From an optimization exercise on the open Yosys and OpenROAD flow, aimed at a short achievable clock period and few clock cycles; shortcuts taken in it are not production practice.
Function was checked by simulation only, so behaviour that the tests miss may differ from the original.
Power and IR drop assume default switching activity.

==> inputs of branch juniper <==
// pipelineCpu
module pipelineCpu (
	input  logic        clk,
	input  logic        reset,
	input  logic [31:0] instr,
	input  logic [31:0] wbDatI,
	input  logic        wbAck,
	output logic [31:0] instrAddr,
	output logic        wbCyc,
	output logic        wbStb,
	output logic        wbWe,
	output logic [31:0] wbAdr,
	output logic [31:0] wbDatO
);
export LEC_CHECK = 0
export CAP_MARGIN = 20
export CORE_MARGIN = 2
export CORE_UTILIZATION = 35
export SETUP_SLACK_MARGIN = 5
export SLEW_MARGIN = 20
export TNS_END_PERCENT = 100
create_clock -name core_clock -period 8.0 [get_ports {clk}]
standard.sh (not shown) runs the stock make flow with config.mk's settings and CLKGATE_MAP_FILE= SYNTH_SCRIPT=/design/flow/synth_recipe.tcl, a recipe that flattens the netlist after the stock synthesis.
==> flow/flow/run.sh <==
#!/bin/bash
# The standard layout (standard.sh), with two synthesis settings:
# - an empty ADDER_MAP_FILE skips the step that packs adder logic into full
#   and half adder cells, so abc maps the whole datapath for delay;
# - DONT_USE_CELLS (flow/dont_use.txt) is the platform's list plus slow
#   multi-stage cells (4-input or/nor, a2111*, maj3, or3, a211o ...), so abc
#   and the resizer build the paths from faster gates.
# Registers are not touched. make's output goes to standard_run.log, the
# tools' own logs stay under orfs/logs.
cp standard.sh standard_sh.txt
export ADDER_MAP_FILE=
bash standard.sh "DONT_USE_CELLS=$(cat flow/dont_use.txt)" finish > standard_run.log 2>&1
Other scripts of this flow, unchanged in this note and not shown: flow/flow/dont_use.txt
==> branch amber: changes against branch juniper <==
--- a/flow/design.v
+++ b/flow/design.v
@@ -101,107 +101,69 @@
 	logic [31:2] dPc4;
 	logic [31:0] eA, eB;          
 	logic [31:0] eOpB, eOpBn;     
 	logic [4:0]  eShamt, eDest;
 	logic        eAdd, eSub, eAnd, eOr, eSlt, eSll;
 	logic        eWrite, eLoad, eStore, eBranch;
 	logic [31:2] eTarget;
-	logic        redirPend;
-	logic [31:2] redirTarget;
 	logic [31:0] wRes;
 	logic [4:0]  wDest;
 	logic        wWrite;
 	logic [31:1] wHot;            
 	localparam int qDepth = 3;
 	logic [qDepth-1:0] qv, qwe;
 	logic [31:2] qadr  [qDepth];
 	logic [31:0] qdat  [qDepth];
 	logic [4:0]  qdest [qDepth];
 	logic        ldValid;
 	logic [4:0]  ldDest;
 	logic [31:0] ldData;
 	logic [31:1] ldHot;           
-	logic [31:1] pend, pendNext;
-	logic        dPendRs, dPendRt;  
+	logic [31:1] pend;
 	logic        stallD, stallF, exRedirect, idRedirect;
 	logic [31:2] dTarget;
 	logic        pop, ackLd, eMem, kill;
 	logic [31:0] aluRes, sum, dif, logicRes;
 	logic        fTake;
 	logic [8:0]  fLo;
 	logic [31:2] fTarget, pcInc;
 	assign instrAddr = {pc, 2'b00};
 	assign pcInc     = pc + 30'd1;
 	assign fLo   = {1'b0, pcInc[9:2]} + {1'b0, instr[7:0]};
 	assign fTake = (instr[31:26] == 6'h04) && (instr[25:21] == instr[20:16]) &&
 		((instr[15:7] == 9'h000) || (instr[15:7] == 9'h1ff)) &&
 		(fLo[8] == instr[15]);
 	assign fTarget = {pcInc[31:10], fLo[7:0]};
-	logic [31:2] pcNext, pcSeq;
-	logic        redirect;
-	assign redirect = redirPend || idRedirect;
-	assign pcSeq    = redirPend ? redirTarget : idRedirect ? dTarget : pcInc;
-	assign pcNext   = (fTake && !redirect) ? fTarget : pcSeq;
+	logic [31:2] pcNext;
+	assign pcNext = exRedirect ? eTarget : idRedirect ? dTarget : fTake ? fTarget : pcInc;
 	always_ff @(posedge clk)
 	begin
 		if (reset)
 			pc <= '0;
-		else if (redirPend || !stallF)
+		else if (exRedirect || !stallF)
 			pc <= pcNext;
 	end
 	always_ff @(posedge clk)
 	begin
-		if (reset)
-			redirPend <= 1'b0;
-		else
-			redirPend <= exRedirect;
-		redirTarget <= eTarget;
-	end
-	always_ff @(posedge clk)
-	begin
-		if (reset || exRedirect || redirPend || idRedirect)
+		if (reset || exRedirect || idRedirect)
 			dValid <= 1'b0;
 		else if (!stallF)
 			dValid <= !fTake;  
 	end
-	logic [31:1] fRsHot, fRtHot;
-	always_comb
-	begin
-		for (int i = 1; i < 32; i++)
-		begin
-			fRsHot[i] = (instr[25:21] == 5'(i));
-			fRtHot[i] = (instr[20:16] == 5'(i));
-		end
-	end
 	always_ff @(posedge clk)
 	begin
 		if (!stallF)
 		begin
 			dInstr <= instr;
 			dPc4   <= pcInc;
-			dRsHot <= fRsHot;
-			dRtHot <= fRtHot;
-		end
-	end
-	always_ff @(posedge clk)
-	begin
-		if (reset)
-		begin
-			dPendRs <= 1'b0;
-			dPendRt <= 1'b0;
-		end
-		else if (!stallF)
-		begin
-			dPendRs <= |(pendNext & fRsHot);
-			dPendRt <= |(pendNext & fRtHot);
-		end
-		else
-		begin
-			dPendRs <= |(pendNext & dRsHot);
-			dPendRt <= |(pendNext & dRtHot);
+			for (int i = 1; i < 32; i++)
+			begin
+				dRsHot[i] <= (instr[25:21] == 5'(i));
+				dRtHot[i] <= (instr[20:16] == 5'(i));
+			end
 		end
 	end
 	logic [5:0]  dOp, dFn;
 	logic [4:0]  dRs, dRt, dRd, dDest;
 	logic        dR, dFAdd, dFSub, dFAnd, dFOr, dFSlt, dFSll, dRKnown;
 	logic        dAddi, dLw, dSw, dBeq, dMem;
 	logic        dWr, dUseRs, dUseRt, idGo, qFull;
@@ -237,16 +199,16 @@
 		.lHot(ldHot), .lData(ldData),
 		.rsData(rfA), .rtData(rfB)
 	);
 	assign rdA = (wWrite && (wDest == dRs)) ? wRes :
 		(ldValid && (ldDest == dRs)) ? ldData : rfA;
 	assign rdB = (wWrite && (wDest == dRt)) ? wRes :
 		(ldValid && (ldDest == dRt)) ? ldData : rfB;
-	assign pendRs = dPendRs;
-	assign pendRt = dPendRt;
+	assign pendRs = |(pend & dRsHot);
+	assign pendRt = |(pend & dRtHot);
 	assign fwdA   = eWrite && (eDest == dRs);
 	assign fwdB   = eWrite && (eDest == dRt);
 	assign exLdRs = eLoad && (eDest == dRs) && (dRs != 5'd0);
 	assign exLdRt = eLoad && (eDest == dRt) && (dRt != 5'd0);
 	logic qLd, hitRs, hitRt, waitAck, waitNoAck;
 	assign qLd    = qv[0] && !qwe[0];
 	assign hitRs  = qLd && (qdest[0] == dRs) && pendRs && !fwdA && !exLdRs;
@@ -266,15 +228,15 @@
 	assign idGo   = dValid && !stallD && !exRedirect;
 	assign stallF = dValid && stallD;
 	logic idEarly, addZero, subZero;
 	assign addZero = &(~(eA ^ eOpB ^ {eA[30:0] | eOpB[30:0], 1'b0}));
 	assign subZero = (eA == eOpB);
 	assign idEarly = dBeq && (((dRs == 5'd0) && fwdB) || ((dRt == 5'd0) && fwdA)) &&
 		(eAdd || eSub);
-	assign idRedirect = dValid && idEarly && (eAdd ? addZero : subZero);
+	assign idRedirect = idGo && idEarly && (eAdd ? addZero : subZero);
 	assign dTarget = dPc4 + {{14{dInstr[15]}}, dInstr[15:0]};
 	always_ff @(posedge clk)
 	begin
 		if (reset)
 		begin
 			eWrite  <= 1'b0;
 			eLoad   <= 1'b0;
@@ -381,20 +343,14 @@
 				qadr[i]  <= sum[31:2];
 				qdat[i]  <= eB;
 				qdest[i] <= eDest;
 			end
 			else
 				qdest[i] <= keepDest(qdest[i]);
 		end
-		if (reset)
-		begin
-			qwe[0]  <= 1'b0;
-			qadr[0] <= '0;
-			qdat[0] <= '0;
-		end
 	end
 	always_ff @(posedge clk)
 	begin
 		if (reset)
 			ldValid <= 1'b0;
 		else
 			ldValid <= ackLd && (qdest[0] != 5'd0);
@@ -411,21 +367,23 @@
 	begin
 		if (reset)
 			ldHot <= '0;
 		else
 			for (int i = 1; i < 32; i++)
 				ldHot[i] <= ackLd && (qdest[0] == 5'(i));
 	end
-	always_comb
-	begin
-		for (int i = 1; i < 32; i++)
-			pendNext[i] = (eLoad && (eDest == 5'(i))) || (pend[i] &&
-				!((ackLd && (qdest[0] == 5'(i))) || (kill && (eDest == 5'(i)))));
-	end
 	always_ff @(posedge clk)
 	begin
 		if (reset)
 			pend <= '0;
 		else
-			pend <= pendNext;
+		begin
+			for (int i = 1; i < 32; i++)
+			begin
+				if (eLoad && (eDest == 5'(i)))
+					pend[i] <= 1'b1;
+				else if ((ackLd && (qdest[0] == 5'(i))) || (kill && (eDest == 5'(i))))
+					pend[i] <= 1'b0;
+			end
+		end
 	end
 endmodule
==> qor summary <==
item	branch amber	branch juniper
Result of the run	no timing/DRC/antenna violations	no timing/DRC/antenna violations
Avg Synthesized Cell Area	11.3 um2	11.0 um2
Area fraction in compound gates after synthesis	16.8%	17.6%
Area of the multi-input gates	42200 um2	45600 um2
Area of the core	256000 um2	266000 um2
Final net count	8160	8680
Number of well taps	3384	3533
Number of flops mapped to enable cells by yosys	1347	1284
Critical path peak fanout	23	7
Share of cells above drive strength 1	33.5%	32.7%
Initial antenna violation count	34	32
Count of buffers not belonging to the clock network in the layout	752	827
End point of the worst hold path	wDest[4]	redirTarget[20]
Sequential share of the synthesized area	52.9%	50.8%
Post-route design area	108000 um2	114000 um2
Routed length per instance	39.1 um	39.2 um
Effective utilization at floorplan	35.1%	35.2%
Area fraction in and, or, nand and nor cells after synthesis	9.50%	10.1%
Static power due to leakage	36.9 nW	39.4 nW
Clock tree cell share of total cell area	5.76%	5.61%
Data required time of the critical path	8.73 ns	8.77 ns
Share of Yosys cell area claimed by the top area cell type	45.0%	41.2%
Number of cells in the finished layout apart from fillers	11700	12400
Synthesis-to-layout area growth	20.4%	21.3%
Global placer's final weighted congestion	1.01	0.993
Testbench counts of branch juniper, summed over its fixed seeds: cycles 26,994.
Testbench counts of branch amber, summed over its fixed seeds: cycles 26,973.

## re-timing with driven ports
The flow's constraints put no driver on any port. The routed layouts listed below were extracted and timed again, unchanged, in two steps.
Step 1: set_driving_cell puts a clkbuf_16 on clk and a buf_2 on each other input, an assumption about the parent block.
Step 2 also shifts input and output timing later by t, the mid clock arrival at the registers, as if the neighbouring blocks saw the same clock.
Slacks: ideal / step 1 / step 2; pairs: ideal / step 1.
run | shift t [ns] | setup slack, ns | worst slew at a driven data input, ns
branch juniper | 0.962 | 4.748 / 4.801 / 3.839 | 0.23
branch amber | 0.949 | 4.665 / 4.665 / 3.757 | 0.17
After both steps setup and hold are still met in every run listed. For branch juniper, which loses most, drivers alone change the setup slack by +0.053 ns; drivers and shift together by -0.909 ns.
